Source: an optimization exercise on an open RTL-to-GDS flow (aim: small area and a short achievable clock period). Production flows keep margins and buffers that such runs may drop. Only simulation tests tie the RTL to the original design; equivalence was not proved.

### flow/config.mk
export PLATFORM = sky130hd
export DESIGN_NAME = my_iir_tran_core
export DESIGN_NICKNAME = my_iir_tran_core
export VERILOG_FILES = /design/flow/design.v
export SDC_FILE = /design/flow/constraint.sdc
export NUM_CORES = 4
export LEC_CHECK = 0
export CAP_MARGIN = 20
export CORE_MARGIN = 2
export CORE_UTILIZATION = 40
export SLEW_MARGIN = 20
### flow/run.sh
#!/bin/bash
# synth_recipe.tcl (not shown) runs the flow's synth.tcl, then flattens the netlist and writes it again
# the make line also repeats each setting of config.mk as NAME=value (left out here)
make -C /OpenROAD-flow-scripts/flow DESIGN_CONFIG=/design/flow/config.mk WORK_HOME=/design/flow/orfs CLKGATE_MAP_FILE= SYNTH_SCRIPT=/design/flow/synth_recipe.tcl finish
### flow/design.v
module my_iir_tran_core (
  input  logic               clk,
  input  logic               reset,
  input  logic               load,
  input  logic signed [15:0] in,
  input  logic signed [15:0] cina,
  input  logic signed [15:0] cinb,
  output logic signed [15:0] out,
  output logic signed [31:0] outa1w,
  output logic signed [31:0] outb1w,
  output logic signed [31:0] outc1w,
  output logic signed [31:0] del0w,
  output logic signed [31:0] del2w,
  output logic signed [31:0] del3w,
  output logic signed [15:0] coeff_b0w
);
  logic signed [15:0] a_q [3];
  logic signed [15:0] b_q [3];
  logic signed [31:0] s1_q, s1_d;
  logic signed [31:0] s2_q, s2_d;
  logic signed [15:0] out_q, out_d;
  logic        [1:0]  idx_q, idx_d;
  logic               wr_en_s;
  logic signed [31:0] p_b0_s, p_b1_s, p_b2_s;
  logic signed [31:0] yacc_s, fb1_s, fb2_s, mid1_s, mid2_s;
  function automatic logic signed [31:0] sat32(input logic signed [33:0] v);
    if (v > 34'sd2147483647) begin
      sat32 = 32'sh7fffffff;
    end else if (v < -34'sd2147483648) begin
      sat32 = 32'sh80000000;
    end else begin
      sat32 = v[31:0];
    end
  endfunction
  function automatic logic signed [31:0] fb_scale(input logic signed [47:0] v);
    logic signed [47:0] sh;
    sh = v >>> 5'd14;
    if (sh > 48'sd2147483647) begin
      fb_scale = 32'sh7fffffff;
    end else if (sh < -48'sd2147483648) begin
      fb_scale = 32'sh80000000;
    end else begin
      fb_scale = sh[31:0];
    end
  endfunction
  function automatic logic signed [15:0] sat_out(input logic signed [31:0] v);
    logic signed [31:0] sh;
    sh = v >>> 5'd14;
    if (sh > 32'sd32767) begin
      sat_out = 16'sh7fff;
    end else if (sh < -32'sd32768) begin
      sat_out = 16'sh8000;
    end else begin
      sat_out = sh[15:0];
    end
  endfunction
  always_comb begin
    p_b0_s = 32'(b_q[0]) * 32'(in);
    p_b1_s = 32'(b_q[1]) * 32'(in);
    p_b2_s = 32'(b_q[2]) * 32'(in);
    yacc_s = sat32(34'(p_b0_s) + 34'(s1_q));
    fb1_s  = fb_scale(48'(a_q[1]) * 48'(yacc_s));
    fb2_s  = fb_scale(48'(a_q[2]) * 48'(yacc_s));
    mid1_s = sat32(34'(p_b1_s) - 34'(fb1_s));
    mid2_s = sat32(34'(p_b2_s) - 34'(fb2_s));
  end
  always_comb begin
    s1_d    = s1_q;
    s2_d    = s2_q;
    out_d   = out_q;
    idx_d   = idx_q;
    wr_en_s = 1'b0;
    if (load) begin
      s1_d  = sat32(34'(p_b1_s) - 34'(fb1_s) + 34'(s2_q));
      s2_d  = mid2_s;
      out_d = sat_out(yacc_s);
      idx_d = 2'd0;
    end else if (idx_q != 2'd3) begin
      wr_en_s = 1'b1;
      idx_d   = idx_q + 2'd1;
    end else begin
      idx_d = idx_q;
    end
  end
  always_ff @(posedge clk or negedge reset) begin
    if (!reset) begin
      a_q[0] <= 16'sd0;
      a_q[1] <= 16'sd0;
      a_q[2] <= 16'sd0;
      b_q[0] <= 16'sd0;
      b_q[1] <= 16'sd0;
      b_q[2] <= 16'sd0;
      s1_q   <= 32'sd0;
      s2_q   <= 32'sd0;
      out_q  <= 16'sd0;
      idx_q  <= 2'd0;
    end else begin
      s1_q  <= s1_d;
      s2_q  <= s2_d;
      out_q <= out_d;
      idx_q <= idx_d;
      if (wr_en_s) begin
        case (idx_q)
          2'd0: begin a_q[0] <= cina; b_q[0] <= cinb; end
          2'd1: begin a_q[1] <= cina; b_q[1] <= cinb; end
          2'd2: begin a_q[2] <= cina; b_q[2] <= cinb; end
          default: begin end
        endcase
      end
    end
  end
  assign out       = out_q;
  assign outa1w    = p_b0_s;
  assign outb1w    = mid1_s;
  assign outc1w    = mid2_s;
  assign del0w     = yacc_s;
  assign del2w     = s1_q;
  assign del3w     = s2_q;
  assign coeff_b0w = b_q[0];
endmodule
### flow/constraint.sdc
create_clock -name core_clock -period 42.0 [get_ports {clk}]
set_input_delay 8.4000 -clock core_clock [delete_from_list [all_inputs] [get_ports {clk}]]
set_output_delay 8.4000 -clock core_clock [all_outputs]
set_load 0.01 [all_outputs]
==> run notes <==
[synthesized netlist by cell type, types with 68 or more instances]
master                     number  share of area
sky130_fd_sc_hd__a21o_1       128          0.013
sky130_fd_sc_hd__a21oi_1      292          0.019
sky130_fd_sc_hd__inv_1       1968          0.097
sky130_fd_sc_hd__and2_1       719          0.059
sky130_fd_sc_hd__xnor2_1      190          0.022
sky130_fd_sc_hd__nand2b_1      68         0.0056
sky130_fd_sc_hd__ha_1         551          0.090
sky130_fd_sc_hd__o21ai_0      136         0.0089
sky130_fd_sc_hd__nand2_1     1093          0.054
sky130_fd_sc_hd__mux2_2       103          0.015
sky130_fd_sc_hd__fa_1        1828           0.48
sky130_fd_sc_hd__clkbuf_1     353          0.017
sky130_fd_sc_hd__xor2_1        71         0.0081
sky130_fd_sc_hd__dfrtp_1      162          0.053
sky130_fd_sc_hd__nor2_1       194         0.0095
[cell usage in the layout, fill, tap and decap left out, types with 14 or more instances in the layout]
cell / Yosys / routed
sky130_fd_sc_hd__clkbuf_16: 0 / 17
sky130_fd_sc_hd__buf_4: 0 / 136
sky130_fd_sc_hd__xnor2_1: 190 / 189
sky130_fd_sc_hd__nand4_1: 27 / 27
sky130_fd_sc_hd__o21ai_1: 14 / 14
sky130_fd_sc_hd__mux2_2: 103 / 103
sky130_fd_sc_hd__a21o_1: 128 / 125
sky130_fd_sc_hd__maj3_1: 26 / 25
sky130_fd_sc_hd__a31oi_1: 22 / 22
sky130_fd_sc_hd__nand2_1: 1093 / 1092
sky130_fd_sc_hd__nand2b_1: 68 / 68
sky130_fd_sc_hd__nor3_1: 30 / 30
sky130_fd_sc_hd__dfrtp_1: 162 / 155
sky130_fd_sc_hd__nor2b_1: 23 / 23
sky130_fd_sc_hd__o21a_1: 45 / 42
sky130_fd_sc_hd__ha_1: 551 / 551
sky130_fd_sc_hd__clkdlybuf4s50_1: 0 / 258
sky130_fd_sc_hd__a21oi_1: 292 / 291
sky130_fd_sc_hd__nand3_1: 44 / 44
sky130_fd_sc_hd__nor2_1: 194 / 192
sky130_fd_sc_hd__a211oi_1: 19 / 19
sky130_fd_sc_hd__or2_2: 21 / 21
sky130_fd_sc_hd__and2_1: 719 / 717
sky130_fd_sc_hd__inv_1: 1968 / 1968
sky130_fd_sc_hd__xor2_1: 71 / 70
sky130_fd_sc_hd__and3_1: 29 / 29
sky130_fd_sc_hd__o21ai_0: 136 / 135
sky130_fd_sc_hd__o21bai_1: 19 / 19
sky130_fd_sc_hd__fa_1: 1828 / 1828
[sequential cells by signal (all words and copies together) (netlist names)]
signal  cells
out_q      16
s1_q       32
a_q        32
s2_q       32
idx_q       2
b_q        48
[per-layer routing]
layer	track usage	wire length [um]	vias to the layer above
met2	0.444	122000	2132
met5	0	11	-
met3	0.0406	15900	513
li1	-	-	24900
met1	0.329	95700	30000
met4	0.158	17800	2
[worst max path at each step]
stage / start / endpoint / slack, ps / cells after the start
2_1_floorplan: in[7] / outc1w[15] / 4590 / 85
3_3_place_gp: in[1] / outb1w[14] / 700 / 80
3_5_place_dp: in[1] / outb1w[14] / 390 / 80
4_1_cts: in[1] / outb1w[14] / 260 / 80
5_1_grt: in[7] / outb1w[14] / 70 / 84
6_report: in[7] / outb1w[14] / 980 / 84
[critical path, delay by kind of cell]
family	cells	cell delay (ps)
AOI/OAI and AO/OA	27	7060
xor gates and xnor gates	3	560
adders and majority gates	22	10400
buffers and inverters	15	2740
and+or+nand+nor	17	3330
[repair_timing]
item                                    4_1_cts  5_1_grt
buffers inserted                              0        3
endpoints found under the setup margin        0       62
gates resized for setup                       0       14
[cells by family (layout without fill, tap and decap cells)]
logic type	after synthesis	in the layout	synth area share
and+or+nand+nor	2302	2302	0.146
adders and majority gates	2405	2405	0.573
buffers and inverters	2369	2413	0.117
AOI/OAI and AO/OA	791	791	0.0659
muxes	107	107	0.0157
xor gates and xnor gates	261	261	0.0299
other	0	5	0
DFF	162	162	0.0531
[area by class of cell]
cell class	count	area, um2	share of cell area
inverters	1969	7390	0.0896
repair buffers	412	3750	0.0454
flip-flops and latches	162	4060	0.0492
multi-input cells	5866	63500	0.770
well taps	2511	3140	0.0381
diodes	5	12.5	0.000152
clock inverters	15	201	0.00244
clock buffers	17	425	0.00516
==> impl_metrics.json <==
{
  "status": "timing/DRC/antenna clean",
  "core_area_mm2": 0.190,
  "drive_gt1_frac": 0.0429,
  "postSynthCellCount": 8397,
  "fmax_mhz": 24.4,
  "number_of_input_and_output_port_buffers_inserted": 274,
  "start_util": 0.402,
  "die-area_mm2": 0.195,
  "dieWidth_um": 441,
  "grt_setup_unrepaired": "false",
  "layout.core_utilization": 0.434,
  "synth-main-ff-cell": "sky130_fd_sc_hd__dfrtp_1",
  "clock_tree.buffer_depth": 2,
  "cts.root.buffer_cell": "sky130_fd_sc_hd__clkbuf_16",
  "layout_min_cycle_time_ps": 41020,
  "critPathArrivalTime_ps": 32620,
  "syn2layout_area_growth_pct": 8.00,
  "timing.hold.worst.start": "a_q[1][14]$_DFFE_PN0P_",
  "grt_first_pass_wirelength_um": 386000,
  "clkTransAtPathRegs_ps": 110,
  "clock_tree_from_tritoncts": "done",
  "dpl-instance-area_mm2": 0.0818,
  "route.detailed.drc": 0,
  "final_critical_path_setup_slack_ps": 984,
  "route.antenna.remaining_nets": 0,
  "relSlewSlack": 0.172,
  "fin_tns_setup_ps": 0,
  "min-delay-path-class": "reg -> reg",
  "filler_cell_count": 18700,
  "critical_path.slowest_cell": "sky130_fd_sc_hd__clkdlybuf4s50_1",
  "max-cap-violations": 0,
  "timing.critical_path.to_type": "primary output",
  "timing.setup.critical_path_class": "in -> out",
  "top_level_ports": 275,
  "timing.clock.skew_ps": 39.6,
  "dp_worst_setup_slack_ps": 391,
  "yosysSeqAreaShare": 0.0531,
  "setup_viol_count_final": 0,
  "number_of_antenna_violations_at_the_first_check_in_global_routing": 3,
  "post_synth_cell_types": 89,
  "gr-total-overflow": 0,
  "place_inst": 10900,
  "layout_worst_path_cycle_share": 0.977,
  "min_delay_worst_endpoint": "a_q[1][14]$_DFFE_PN0P_",
  "ff2ff_path_depth": 89,
  "yosys_warnings": 3,
  "rows": 160,
  "clock_latency_ps": 580,
  "routed_wire_length_per_instance_um": 22.9,
  "synth_edf_count": 0,
  "regToRegSetupSlack_ps": 15780,
  "nets_in_the_synthesized_netlist": 10800,
  "finalHoldViolCount": 0,
  "ctsHtreeMaxLevel": 4,
  "via_per_inst": 5.26,
  "fin_area_mm2": 0.0825,
  "vias_in_the_first_global_route": 62600,
  "asyncSetResetFlopFracSynth": 1.00,
  "path_max_fanout": 25,
  "final_wl_um": 251000,
  "grt_max_degree": 76,
  "final-max-slew-violation-count": 0,
  "num_vias": 57600,
  "gp_congestion": 0.969,
  "worst-endpoint-required_ps": 33600,
  "post_synthesis_cell_area_mm2": 0.0764,
  "most_frequent_cell_on_the_critical_path": "sky130_fd_sc_hd__fa_1",
  "hold_slack_ps": 526,
  "slowest_stage_delay_cp_ps": 690,
  "final_net_count": 10900,
  "numCtsBuffers": 17,
  "regToRegStartpoint": "b_q[0][7]$_DFFE_PN0P_",
  "tightest_slew_ps": 1240,
  "ctsHoldBuffers": 0,
  "dpl.hpwl_um": 209000,
  "critPathLaunchType": "input pin",
  "first_iter_violations": 4091,
  "cts_num_sinks": 162,
  "number_of_standard_cells_in_the_layout_taps_in_and_fillers_out": 11000,
  "reg2reg_to": "s1_q[21]$_DFFE_PN0P_",
  "synth-seq-cells": 162,
  "dieHeight_um": 441,
  "grtUsageTotal": 0.267,
  "synthesized_area_per_cell_um2": 9.10,
  "drtPass1Iterations": 6,
  "min_path_cells": 1
}

what the ideal ports hide:
The flow's constraints put no driver on any port. The routed layout listed below was extracted and timed again, unchanged, in two steps.
Step 1 (the two cells are an assumption about what drives the block):
set clk [get_ports {clk}]
set_driving_cell -lib_cell sky130_fd_sc_hd__clkbuf_16 $clk
set_driving_cell -lib_cell sky130_fd_sc_hd__buf_2 [delete_from_list [all_inputs] $clk]
Step 2, shift: input delay + t, output delay - t, t = (earliest + latest rising clock arrival at the registers) / 2. This alone moves slack from input paths to output paths.
a / b / c = no drivers / after step 1 / after step 2; a / b = the first two.
t (ns): 0.641
setup slack, ns: 0.984 / 0.963 / 0.963
worst hold slack (ns): 0.526 / 0.526 / 0.526
slew at the worst register clock pin (ns): 0.11 / 0.11
After both steps setup and hold are still met in this run. For this run, drivers alone change the setup slack by -0.021 ns; drivers and shift together by -0.021 ns.
